Context: an optimization exercise on an open-source flow, tuned for small area, a short achievable clock period and few clock cycles per item. The choices shown serve that exercise and are no tape-out recipe.
Only simulation tests tie the RTL to the original design; equivalence was not proved.
Power is estimated from default activity; no workload was simulated.

$ cat design.v
`default_nettype none
package fnmf_pkg;
  localparam int unsigned DEF_MAX_SIDE     = 64;
  localparam int unsigned DEF_SAMPLE_WIDTH = 16;
  localparam int unsigned DEF_FRAC_BITS    = 8;
  localparam int unsigned CFG_W      = 7;
  localparam int unsigned IDX_W      = 6;
  localparam int unsigned MEAN_W     = 24;
  localparam int unsigned RESET_SIDE = 4;
  localparam int unsigned DIV_BITS   = 8;
  localparam int unsigned CNT_W      = 3;
  localparam logic [MEAN_W-1:0] MEAN_MAX = {1'b0, {(MEAN_W-1){1'b1}}};
  localparam logic [MEAN_W-1:0] MEAN_MIN = {1'b1, {(MEAN_W-1){1'b0}}};
  typedef logic [1:0] slot_t;
  typedef enum logic [2:0] {
    ST_IDLE,
    ST_PICK,
    ST_READ,
    ST_DIV,
    ST_OUT
  } state_t;
  typedef struct packed {
    logic accept;
    logic cfg_wr;
    logic pick;
    logic read;
    logic div_load;
    logic div_step;
    logic out_load;
  } cmd_t;
  typedef struct packed {
    logic pend_any;
    logic nb_left;
    logic rd_pend;
    logic div_done;
    logic out_free;
  } status_t;
endpackage
`default_nettype wire
`default_nettype none
import fnmf_pkg::*;
module fnmf_div #(
  parameter int unsigned NUM_W = 26
) (
  input  logic                      clk,
  input  logic                      rst_n,
  input  logic                      load,
  input  logic                      step,
  input  logic [NUM_W-1:0]          num,
  input  logic [fnmf_pkg::CNT_W-1:0] den,
  output logic [NUM_W-1:0]          quot,
  output logic                      done
);
  localparam int unsigned STEPS = (NUM_W + DIV_BITS - 1) / DIV_BITS;
  localparam int unsigned PAD_W = STEPS * DIV_BITS;
  localparam int unsigned SC_W  = $clog2(STEPS + 1);
  logic [PAD_W-1:0] work_r, work_nxt;
  logic [1:0]       rem_r, rem_nxt;
  logic [CNT_W-1:0] den_r;
  logic [SC_W-1:0]  left_r;
  always_comb begin
    logic [PAD_W-1:0] w;
    logic [2:0]       t;
    logic [1:0]       rm;
    w  = work_r;
    rm = rem_r;
    for (int i = 0; i < DIV_BITS; i++) begin
      t = {rm, w[PAD_W-1]};
      w = {w[PAD_W-2:0], 1'b0};
      if (t >= den_r) begin
        t    = t - den_r;
        w[0] = 1'b1;
      end
      rm = t[1:0];
    end
    work_nxt = w;
    rem_nxt  = rm;
  end
  always_ff @(posedge clk) begin
    if (!rst_n) begin
      left_r <= '0;
    end else if (load) begin
      left_r <= SC_W'(STEPS);
    end else if (step) begin
      left_r <= left_r - SC_W'(1);
    end
  end
  always_ff @(posedge clk) begin
    if (load) begin
      work_r <= PAD_W'(num);
      rem_r  <= '0;
      den_r  <= den;
    end else if (step) begin
      work_r <= work_nxt;
      rem_r  <= rem_nxt;
    end
  end
  assign quot = work_r[NUM_W-1:0];
  assign done = (left_r == '0);
endmodule
`default_nettype wire
`default_nettype none
import fnmf_pkg::*;
module fnmf_dpath #(
  parameter int unsigned MAX_SIDE      = fnmf_pkg::DEF_MAX_SIDE,
  parameter int unsigned SAMPLE_WIDTH  = fnmf_pkg::DEF_SAMPLE_WIDTH,
  parameter int unsigned FRACTION_BITS = fnmf_pkg::DEF_FRAC_BITS
) (
  input  logic                              clk,
  input  logic                              rst_n,
  input  fnmf_pkg::cmd_t                    cmd,
  output fnmf_pkg::status_t                 status,
  input  logic signed [SAMPLE_WIDTH-1:0]    in_sample,
  input  logic [fnmf_pkg::CFG_W-1:0]        cfg_matrix_side,
  input  logic                              out_stall,
  output logic                              out_valid,
  output logic [fnmf_pkg::IDX_W-1:0]        out_row,
  output logic [fnmf_pkg::IDX_W-1:0]        out_col,
  output logic signed [fnmf_pkg::MEAN_W-1:0] out_neighbor_mean,
  output logic                              out_last_of_matrix
);
  localparam int unsigned POS_W     = $clog2(MAX_SIDE);
  localparam int unsigned SUM_W     = SAMPLE_WIDTH + 2;
  localparam int unsigned NUM_W     = SUM_W + FRACTION_BITS;
  localparam int unsigned RESET_EFF = (RESET_SIDE > MAX_SIDE) ? MAX_SIDE : RESET_SIDE;
  localparam logic [POS_W-1:0] RESET_LAST = POS_W'(RESET_EFF - 1);
  localparam int unsigned NB_UP    = 0;
  localparam int unsigned NB_DOWN  = 1;
  localparam int unsigned NB_LEFT  = 2;
  localparam int unsigned NB_RIGHT = 3;
  localparam int unsigned NB_SELF  = 4;
  localparam int unsigned NB_N     = 5;
  localparam int unsigned RES_ABOVE  = 0;
  localparam int unsigned RES_LEFT   = 1;
  localparam int unsigned RES_CORNER = 2;
  localparam int unsigned RES_N      = 3;
  function automatic logic [1:0] slot_inc(input logic [1:0] s);
    if (s == 2'd2) slot_inc = 2'd0;
    else slot_inc = s + 2'd1;
  endfunction
  function automatic logic [1:0] slot_dec(input logic [1:0] s);
    if (s == 2'd0) slot_dec = 2'd2;
    else slot_dec = s - 2'd1;
  endfunction
  logic [POS_W-1:0] side_last_r, side_last_nxt;
  logic [POS_W-1:0] row_r, col_r;
  fnmf_pkg::slot_t            slot_r;
  logic [POS_W-1:0] cur_row, cur_col;
  fnmf_pkg::slot_t            cur_slot;
  logic             at_last_row, at_last_col;
  logic [RES_N-1:0] pend_r, pend_new, pend_sel;
  logic [POS_W-1:0] item_row_r, item_col_r;
  fnmf_pkg::slot_t            item_slot_r;
  logic [POS_W-1:0] tgt_row_r, tgt_col_r, tgt_row_nxt, tgt_col_nxt;
  fnmf_pkg::slot_t            tgt_slot_r, tgt_slot_nxt;
  logic             tgt_last_r, tgt_last_nxt;
  logic [NB_N-1:0]  nbm_r, nbm_nxt;
  logic [CNT_W-1:0] cnt_r, cnt_nxt;
  logic [SAMPLE_WIDTH-1:0] row_store_r [3][MAX_SIDE];
  fnmf_pkg::slot_t                   rd_slot;
  logic [POS_W-1:0]        rd_col;
  logic                    rd_issue;
  logic [SAMPLE_WIDTH-1:0] rd_data_r;
  logic                    rd_pend_r;
  logic [SUM_W-1:0]        acc_r;
  logic             neg_r;
  logic [SUM_W-1:0] mag;
  logic [NUM_W-1:0] num, quot;
  logic             div_done, big;
  logic [MEAN_W-1:0] low, mean;
  logic              out_valid_r;
  logic [IDX_W-1:0]  out_row_r, out_col_r;
  logic [MEAN_W-1:0] out_mean_r;
  logic              out_last_r;
  always_comb begin
    logic [31:0] v;
    v = 32'(cfg_matrix_side);
    if (v == 32'd0) begin
      side_last_nxt = '0;
    end else if (v > 32'(MAX_SIDE)) begin
      side_last_nxt = POS_W'(MAX_SIDE - 1);
    end else begin
      side_last_nxt = POS_W'(v - 32'd1);
    end
  end
  always_comb begin
    logic pos_ok;
    pos_ok   = (row_r <= side_last_r) && (col_r <= side_last_r);
    cur_row  = pos_ok ? row_r : '0;
    cur_col  = pos_ok ? col_r : '0;
    cur_slot = pos_ok ? slot_r : 2'd0;
    at_last_row = (cur_row == side_last_r);
    at_last_col = (cur_col == side_last_r);
    pend_new[RES_ABOVE]  = (cur_row != '0);
    pend_new[RES_LEFT]   = at_last_row && (cur_col != '0);
    pend_new[RES_CORNER] = at_last_row && at_last_col;
  end
  always_ff @(posedge clk) begin
    if (!rst_n) begin
      side_last_r <= RESET_LAST;
      row_r       <= '0;
      col_r       <= '0;
      slot_r      <= 2'd0;
    end else if (cmd.cfg_wr) begin
      side_last_r <= side_last_nxt;
      row_r       <= '0;
      col_r       <= '0;
      slot_r      <= 2'd0;
    end else if (cmd.accept) begin
      if (at_last_col) begin
        col_r <= '0;
        if (at_last_row) begin
          row_r  <= '0;
          slot_r <= 2'd0;
        end else begin
          row_r  <= cur_row + POS_W'(1);
          slot_r <= slot_inc(cur_slot);
        end
      end else begin
        row_r  <= cur_row;
        col_r  <= cur_col + POS_W'(1);
        slot_r <= cur_slot;
      end
    end
  end
  always_comb begin
    logic up, down, left, right;
    pend_sel     = '0;
    tgt_row_nxt  = item_row_r;
    tgt_col_nxt  = item_col_r;
    tgt_slot_nxt = item_slot_r;
    tgt_last_nxt = 1'b0;
    if (pend_r[RES_ABOVE]) begin
      pend_sel[RES_ABOVE] = 1'b1;
      tgt_row_nxt  = item_row_r - POS_W'(1);
      tgt_slot_nxt = slot_dec(item_slot_r);
    end else if (pend_r[RES_LEFT]) begin
      pend_sel[RES_LEFT] = 1'b1;
      tgt_col_nxt = item_col_r - POS_W'(1);
    end else begin
      pend_sel[RES_CORNER] = 1'b1;
      tgt_last_nxt = 1'b1;
    end
    up    = (tgt_row_nxt != '0);
    down  = (tgt_row_nxt != side_last_r);
    left  = (tgt_col_nxt != '0);
    right = (tgt_col_nxt != side_last_r);
    nbm_nxt[NB_UP]    = up;
    nbm_nxt[NB_DOWN]  = down;
    nbm_nxt[NB_LEFT]  = left;
    nbm_nxt[NB_RIGHT] = right;
    nbm_nxt[NB_SELF]  = !(up || down || left || right);
    cnt_nxt = CNT_W'(up) + CNT_W'(down) + CNT_W'(left) + CNT_W'(right);
    if (cnt_nxt == '0) begin
      cnt_nxt = CNT_W'(1);
    end
  end
  always_comb begin
    rd_slot = tgt_slot_r;
    rd_col  = tgt_col_r;
    if (nbm_r[NB_UP]) begin
      rd_slot = slot_dec(tgt_slot_r);
    end else if (nbm_r[NB_DOWN]) begin
      rd_slot = slot_inc(tgt_slot_r);
    end else if (nbm_r[NB_LEFT]) begin
      rd_col = tgt_col_r - POS_W'(1);
    end else if (nbm_r[NB_RIGHT]) begin
      rd_col = tgt_col_r + POS_W'(1);
    end
    rd_issue = cmd.read && (nbm_r != '0);
  end
  always_ff @(posedge clk) begin
    if (!rst_n) begin
      pend_r    <= '0;
      nbm_r     <= '0;
      rd_pend_r <= 1'b0;
    end else begin
      rd_pend_r <= rd_issue;
      if (cmd.accept) begin
        pend_r <= pend_new;
      end else if (cmd.pick) begin
        pend_r <= pend_r & ~pend_sel;
      end
      if (cmd.pick) begin
        nbm_r <= nbm_nxt;
      end else if (rd_issue) begin
        nbm_r <= nbm_r & (nbm_r - NB_N'(1));
      end
    end
  end
  always_ff @(posedge clk) begin
    if (cmd.accept) begin
      item_row_r  <= cur_row;
      item_col_r  <= cur_col;
      item_slot_r <= cur_slot;
    end
    if (cmd.pick) begin
      tgt_row_r  <= tgt_row_nxt;
      tgt_col_r  <= tgt_col_nxt;
      tgt_slot_r <= tgt_slot_nxt;
      tgt_last_r <= tgt_last_nxt;
      cnt_r      <= cnt_nxt;
      acc_r      <= '0;
    end else if (cmd.read && rd_pend_r) begin
      acc_r <= acc_r + {{2{rd_data_r[SAMPLE_WIDTH-1]}}, rd_data_r};
    end
    if (cmd.div_load) begin
      neg_r <= acc_r[SUM_W-1];
    end
  end
  always_ff @(posedge clk) begin
    if (cmd.accept) begin
      row_store_r[cur_slot][cur_col] <= in_sample;
    end
  end
  always_ff @(posedge clk) begin
    if (rd_issue) begin
      rd_data_r <= row_store_r[rd_slot][rd_col];
    end
  end
  always_comb begin
    mag = acc_r[SUM_W-1] ? SUM_W'(-acc_r) : acc_r;
    num = (NUM_W'(mag) << FRACTION_BITS) + NUM_W'(cnt_r >> 1);
  end
  fnmf_div #(
    .NUM_W (NUM_W)
  ) u_div (
    .clk   (clk),
    .rst_n (rst_n),
    .load  (cmd.div_load),
    .step  (cmd.div_step),
    .num   (num),
    .den   (cnt_r),
    .quot  (quot),
    .done  (div_done)
  );
  always_comb begin
    big = ((quot >> (MEAN_W - 1)) != '0);
    low = MEAN_W'(quot);
    if (neg_r) begin
      mean = big ? MEAN_MIN : MEAN_W'(-low);
    end else begin
      mean = big ? MEAN_MAX : low;
    end
  end
  always_ff @(posedge clk) begin
    if (!rst_n) begin
      out_valid_r <= 1'b0;
    end else if (cmd.out_load) begin
      out_valid_r <= 1'b1;
    end else if (!out_stall) begin
      out_valid_r <= 1'b0;
    end
  end
  always_ff @(posedge clk) begin
    if (cmd.out_load) begin
      out_row_r  <= IDX_W'(tgt_row_r);
      out_col_r  <= IDX_W'(tgt_col_r);
      out_mean_r <= mean;
      out_last_r <= tgt_last_r;
    end
  end
  assign status.pend_any = (pend_r != '0);
  assign status.nb_left  = (nbm_r != '0);
  assign status.rd_pend  = rd_pend_r;
  assign status.div_done = div_done;
  assign status.out_free = !out_valid_r || !out_stall;
  assign out_valid          = out_valid_r;
  assign out_row            = out_row_r;
  assign out_col            = out_col_r;
  assign out_neighbor_mean  = out_mean_r;
  assign out_last_of_matrix = out_last_r;
endmodule
`default_nettype wire
`default_nettype none
import fnmf_pkg::*;
module fnmf_ctrl (
  input  logic              clk,
  input  logic              rst_n,
  input  logic              in_valid,
  input  logic              cfg_valid,
  input  fnmf_pkg::status_t status,
  output fnmf_pkg::cmd_t    cmd,
  output logic              in_stall,
  output logic              cfg_ready
);
  fnmf_pkg::state_t state_r, state_nxt;
  always_ff @(posedge clk) begin
    if (!rst_n) begin
      state_r <= ST_IDLE;
    end else begin
      state_r <= state_nxt;
    end
  end
  always_comb begin
    state_nxt = state_r;
    unique case (state_r)
      ST_IDLE: begin
        if (in_valid && !cfg_valid) state_nxt = ST_PICK;
      end
      ST_PICK: begin
        state_nxt = status.pend_any ? ST_READ : ST_IDLE;
      end
      ST_READ: begin
        if (!(status.nb_left || status.rd_pend)) state_nxt = ST_DIV;
      end
      ST_DIV: begin
        if (status.div_done) state_nxt = ST_OUT;
      end
      ST_OUT: begin
        if (status.out_free) state_nxt = ST_PICK;
      end
      default: state_nxt = ST_IDLE;
    endcase
  end
  always_comb begin
    cmd       = '0;
    in_stall  = 1'b1;
    cfg_ready = 1'b0;
    unique case (state_r)
      ST_IDLE: begin
        in_stall   = cfg_valid;
        cfg_ready  = 1'b1;
        cmd.accept = in_valid && !cfg_valid;
        cmd.cfg_wr = cfg_valid;
      end
      ST_PICK: begin
        cmd.pick = status.pend_any;
      end
      ST_READ: begin
        cmd.read     = status.nb_left || status.rd_pend;
        cmd.div_load = !(status.nb_left || status.rd_pend);
      end
      ST_DIV: begin
        cmd.div_step = !status.div_done;
      end
      ST_OUT: begin
        cmd.out_load = status.out_free;
      end
      default: ;
    endcase
  end
endmodule
`default_nettype wire
`default_nettype none
import fnmf_pkg::*;
module four_neighbor_mean_filter #(
  parameter int unsigned MAX_SIDE      = fnmf_pkg::DEF_MAX_SIDE,
  parameter int unsigned SAMPLE_WIDTH  = fnmf_pkg::DEF_SAMPLE_WIDTH,
  parameter int unsigned FRACTION_BITS = fnmf_pkg::DEF_FRAC_BITS
) (
  input  logic                               clk,
  input  logic                               rst_n,
  input  logic                               in_valid,
  output logic                               in_stall,
  input  logic signed [SAMPLE_WIDTH-1:0]     in_sample,
  output logic                               out_valid,
  input  logic                               out_stall,
  output logic [fnmf_pkg::IDX_W-1:0]         out_row,
  output logic [fnmf_pkg::IDX_W-1:0]         out_col,
  output logic signed [fnmf_pkg::MEAN_W-1:0] out_neighbor_mean,
  output logic                               out_last_of_matrix,
  input  logic                               cfg_valid,
  output logic                               cfg_ready,
  input  logic [fnmf_pkg::CFG_W-1:0]         cfg_matrix_side
);
  fnmf_pkg::cmd_t    cmd;
  fnmf_pkg::status_t status;
  fnmf_ctrl u_ctrl (
    .clk       (clk),
    .rst_n     (rst_n),
    .in_valid  (in_valid),
    .cfg_valid (cfg_valid),
    .status    (status),
    .cmd       (cmd),
    .in_stall  (in_stall),
    .cfg_ready (cfg_ready)
  );
  fnmf_dpath #(
    .MAX_SIDE      (MAX_SIDE),
    .SAMPLE_WIDTH  (SAMPLE_WIDTH),
    .FRACTION_BITS (FRACTION_BITS)
  ) u_dpath (
    .clk                (clk),
    .rst_n              (rst_n),
    .cmd                (cmd),
    .status             (status),
    .in_sample          (in_sample),
    .cfg_matrix_side    (cfg_matrix_side),
    .out_stall          (out_stall),
    .out_valid          (out_valid),
    .out_row            (out_row),
    .out_col            (out_col),
    .out_neighbor_mean  (out_neighbor_mean),
    .out_last_of_matrix (out_last_of_matrix)
  );
endmodule
`default_nettype wire
$ cat constraint.sdc
create_clock -name core_clock -period 8.0 [get_ports {clk}]
set_input_delay 1.6000 -clock core_clock [delete_from_list [all_inputs] [get_ports {clk}]]
set_output_delay 1.6000 -clock core_clock [all_outputs]
set_load 0.01 [all_outputs]
$ cat run.sh
#!/bin/bash
# synth_recipe.tcl (not shown) runs the flow's synth.tcl, then flattens the netlist and writes it again
# the make line also repeats each setting of config.mk as NAME=value (left out here)
make -C /OpenROAD-flow-scripts/flow DESIGN_CONFIG=/design/flow/config.mk WORK_HOME=/design/flow/orfs CLKGATE_MAP_FILE= SYNTH_SCRIPT=/design/flow/synth_recipe.tcl finish
$ cat config.mk
export PLATFORM = sky130hd
export DESIGN_NAME = four_neighbor_mean_filter
export DESIGN_NICKNAME = four_neighbor_mean_filter
export VERILOG_FILES = /design/flow/design.v
export SDC_FILE = /design/flow/constraint.sdc
export NUM_CORES = 4
export LEC_CHECK = 0
export CAP_MARGIN = 20
export CORE_MARGIN = 2
export CORE_UTILIZATION = 40
export SLEW_MARGIN = 20
==> impl_metrics.toml <==
[outcome]
status = "timing/DRC/antenna clean"

[min_path]
hp-start = "u_dpath.tgt_row_r[1]"
holdPathStages = 0
hold_class = "flip-flop to flip-flop"
min_delay_worst_endpoint = "u_dpath.out_row_r[1]"

[placement]
place.gp.congestion = 0.881
pre_cts_slack_ns = -0.00393
portBuffers = 67
dp_hpwl_um = 217000

[drt]
dr.pass1.iters = 8
vias_per_cell = 5.81
drc = 0
postRouteAntennaNets = 0
wl_per_cell_um = 30.2
first_iter_violations = 8813
vias = 67682
routed_wl_um = 352000

[die]
rows = 208
die_height_um = 571
start_util = 0.401
die-area_um2 = 326000
dieWidth_um = 571
boundaryPins = 68
core-area_um2 = 320000

[layout]
syn2layout_area_growth_pct = 14.9
final_util = 0.461
final_nets = 7160
drive_above_1_share = 0.229

[global_routing]
grt_overflow = 0
grt_max_degree = 134
grt_pass1_vias = 66395
antenna_found_initial = 15
grt_pass1_wl_um = 500000
grtUsageTotal = 0.214

[sta]
layout_setup_ws_ns = 0.513
layout_min_cycle_time_ns = 7.49
fmax_ghz = 0.134
maxSlewHeadroom = 0.138
maxSlewViolCount = 0
finalClockSkew_ns = 0.0718
setup_violations = 0
hold_violations = 0
finalCritPeriodShare = 0.936
worstMarginPinSlew_ns = 1.29

[power_and_ir_drop]
power_leakage_uw = 0.0469
pwr_density_cell_nw_per_um2 = 244
ir_worst_vdd_v = 0.000182

[synthesis]
synth_top_family_by_area = "multiplexers"
yosys-top-cells-area = "edfxtp_1 (74%), mux4_2 (13%), nand2_1 (1.4%)"
synthTopCellsByCount = "edfxtp_1 (3,187), mux4_2 (726), nand2_1 (470)"
ys_ff_latch = 3249
synthDistinctLibCells = 87
synthArstFlopShare = 0
synth_compound_area_frac = 0.0348
synth_mux_area_frac = 0.139
synthXorXnorAreaFrac = 0.00558
synthFlopType = "edfxtp_1"
synth_fa_ha_area_frac = 0.00771
syn_area_per_cell_um2 = 19.4
synthCells = 6638
ys_seq_area_frac = 0.755
yosysMostFrequentCell = "edfxtp_1"
yosys.area.top_type = "edfxtp_1"
synth_simple_gate_area_frac = 0.0426
synthesis.area_um2 = 128000
synth-edff-count = 3187
yosysWarnings = 3
synth_nets = 6744
post-synth-top-area-fraction = 0.745

[worst_setup_path]
timing.rr.start = "u_dpath.u_div.den_r[0]"
worst-endpoint-arrival_ns = 8.26
cp_max_fo = 5
crit_path_frequent_cell = "a21o_1"
cpMaxStageDelayCell = "edfxtp_1"
critPathRequiredTime_ns = 8.78
r2r_end = "u_dpath.u_div.rem_r[1]"
setup.worst_path.end_class = "flip-flop"
criticalPathCategory = "flip-flop to flip-flop"
slowest_delay_ns = 0.42
critPathLaunchType = "flip-flop"
r2r_setup_slack_ns = 0.51
reg2regPathDepth = 42

[clock_network]
htreeDepth = 5
cts.path.max_buffers = 4
clk_latency_ns = 0.94
cts_sinks = 3249
cts_made_buffers = 343
cts_tree = "yes"
path_clk_slew_ns = 0.06
cts-root-buf = "clkbuf_16"
cts-hold-fix-buffers = 0

[job]
max-cap-violations = 0
## cell families (layout without fill, tap and decap cells)
| logic type | count (synthesis) | in the layout |
|---|---|---|
| xor gates and xnor gates | 81 | 81 |
| AOI/OAI and AO/OA | 692 | 692 |
| other | 0 | 15 |
| adders and majority gates | 78 | 78 |
| muxes | 877 | 877 |
| buffers and inverters | 434 | 1133 |
| and+or+nand+nor | 1227 | 1227 |
| DFF | 3249 | 3249 |
## cell type report
cell class                      instances  area (um2)
Fill cell                           26546      173000
Sequential cell                      3249       96900
Multi-Input combinational cell       2955       29900
Clock buffer                          424        9020
Tap cell                             4305        5390
Timing Repair Buffer                  435        3810
Clock inverter                        204        2180
Inverter                               70         263
Antenna cell                           15        37.5
## cell usage in the layout, fill, tap and decap left out, types with 29 or more instances in the layout
cell,instances
dfxtp_1,62
ha_1,75
or3_1,29
o21ai_0,119
clkbuf_1,74
nor2_1,311
clkdlybuf4s50_1,51
clkinv_1,74
a21oi_1,135
inv_1,69
xnor2_1,39
bufinv_16,35
nand3_1,158
clkinv_2,61
xor2_1,36
a31oi_1,37
nor3_1,51
edfxtp_1,3187
mux2i_1,145
clkbuf_16,349
buf_4,342
mux4_2,726
o22ai_1,133
nand2_1,466
## worst max-delay path: cells and delay by family, from the launching register on
kind                     cells  cell delay, ns
flip-flops                   1            0.42
AO/OA/AOI/OAI               25            3.57
AND/OR/NAND/NOR              9            1.02
adder cells (fa/ha/maj)      8            2.35
## where the power goes
part	total, uW	switching, uW	internal (uW)
combinational	1390	888	499
clock	15800	6650	9200
sequential	18700	28.5	18700
## worst max-delay path by stage
stage | startpoint | end | slack [ns]
global placement | u_dpath.u_div.den_r[0] | u_dpath.u_div.rem_r[1] | -0.08
CTS | u_dpath.u_div.den_r[0] | u_dpath.u_div.rem_r[1] | 0.07
detailed placement | u_dpath.u_div.den_r[0] | u_dpath.u_div.rem_r[1] | -0.004
global route | u_dpath.u_div.den_r[0] | u_dpath.u_div.rem_r[1] | -0.002
finish | u_dpath.u_div.den_r[0] | u_dpath.u_div.rem_r[1] | 0.51
floorplan | u_dpath.u_div.den_r[0] | u_dpath.u_div.rem_r[1] | 0.62
## metal layers
layer,vias up,share of wire,GRT usage
met4,4,0.042,0.0851
met1,35909,0.40,0.300
met2,3180,0.46,0.326
met5,-,0.000077,0
li1,28027,-,-
met3,562,0.093,0.0459
## stage by stage
step / area, um2 / TNS [ns] / total power, uW / cells / hold WS, ns
floorplan: 128000 / 0 / 19800 / 6638 / 0.400
global placement: 136000 / -0.158 / 20400 / 11005 / 0.408
detailed placement: 136000 / -0.00393 / 20400 / 11006 / 0.406
CTS: 147000 / 0 / 36200 / 11634 / 0.415
global route: 148000 / -0.00179 / 37000 / 11643 / 0.432
finish: 148000 / 0 / 36000 / 11657 / 0.414
## flip-flops by register name, indices dropped and copies added, names as in the netlist, 16 cells and up
signal,flops
u_dpath.acc_r,18
u_dpath.out_mean_r,24
u_dpath.rd_data_r,16
u_dpath.row_store_r,3072
u_dpath.u_div.work_r,32
## timing repair
action	CTS	global route
setup buffers	0	5
pin swaps	0	7
endpoints found under the setup margin	1	3
gates resized for setup	1	14
Testbench counts, summed over its fixed seeds: cycles 794,342, items 53,234.

==> port drivers added, routing unchanged <==
Ports are ideal in the flow. The routed layout listed here was re-timed in OpenROAD.
Step 1 (the two cells are an assumption about what drives the block):
set clk [get_ports {clk}]
set_driving_cell -lib_cell sky130_fd_sc_hd__clkbuf_16 $clk
set_driving_cell -lib_cell sky130_fd_sc_hd__buf_2 [delete_from_list [all_inputs] $clk]
Step 2 adds t to the input delays and takes it off the output delays; t is the mean of the earliest and latest rising clock arrival at the registers after step 1. Input paths then give back, and output paths get back, about the clock's delay inside the block.
Slacks: no drivers / after step 1 / after step 2; pairs: no drivers / after step 1.
t, ns: 1.012
slack for setup (ns): 0.513 / 0.513 / 0.513
worst register clock-pin slew, ns: 0.07 / 0.07
After both steps this run still meets setup and hold. The setup slack of this run moves by 0.000 ns with the drivers and by 0.000 ns with both steps.
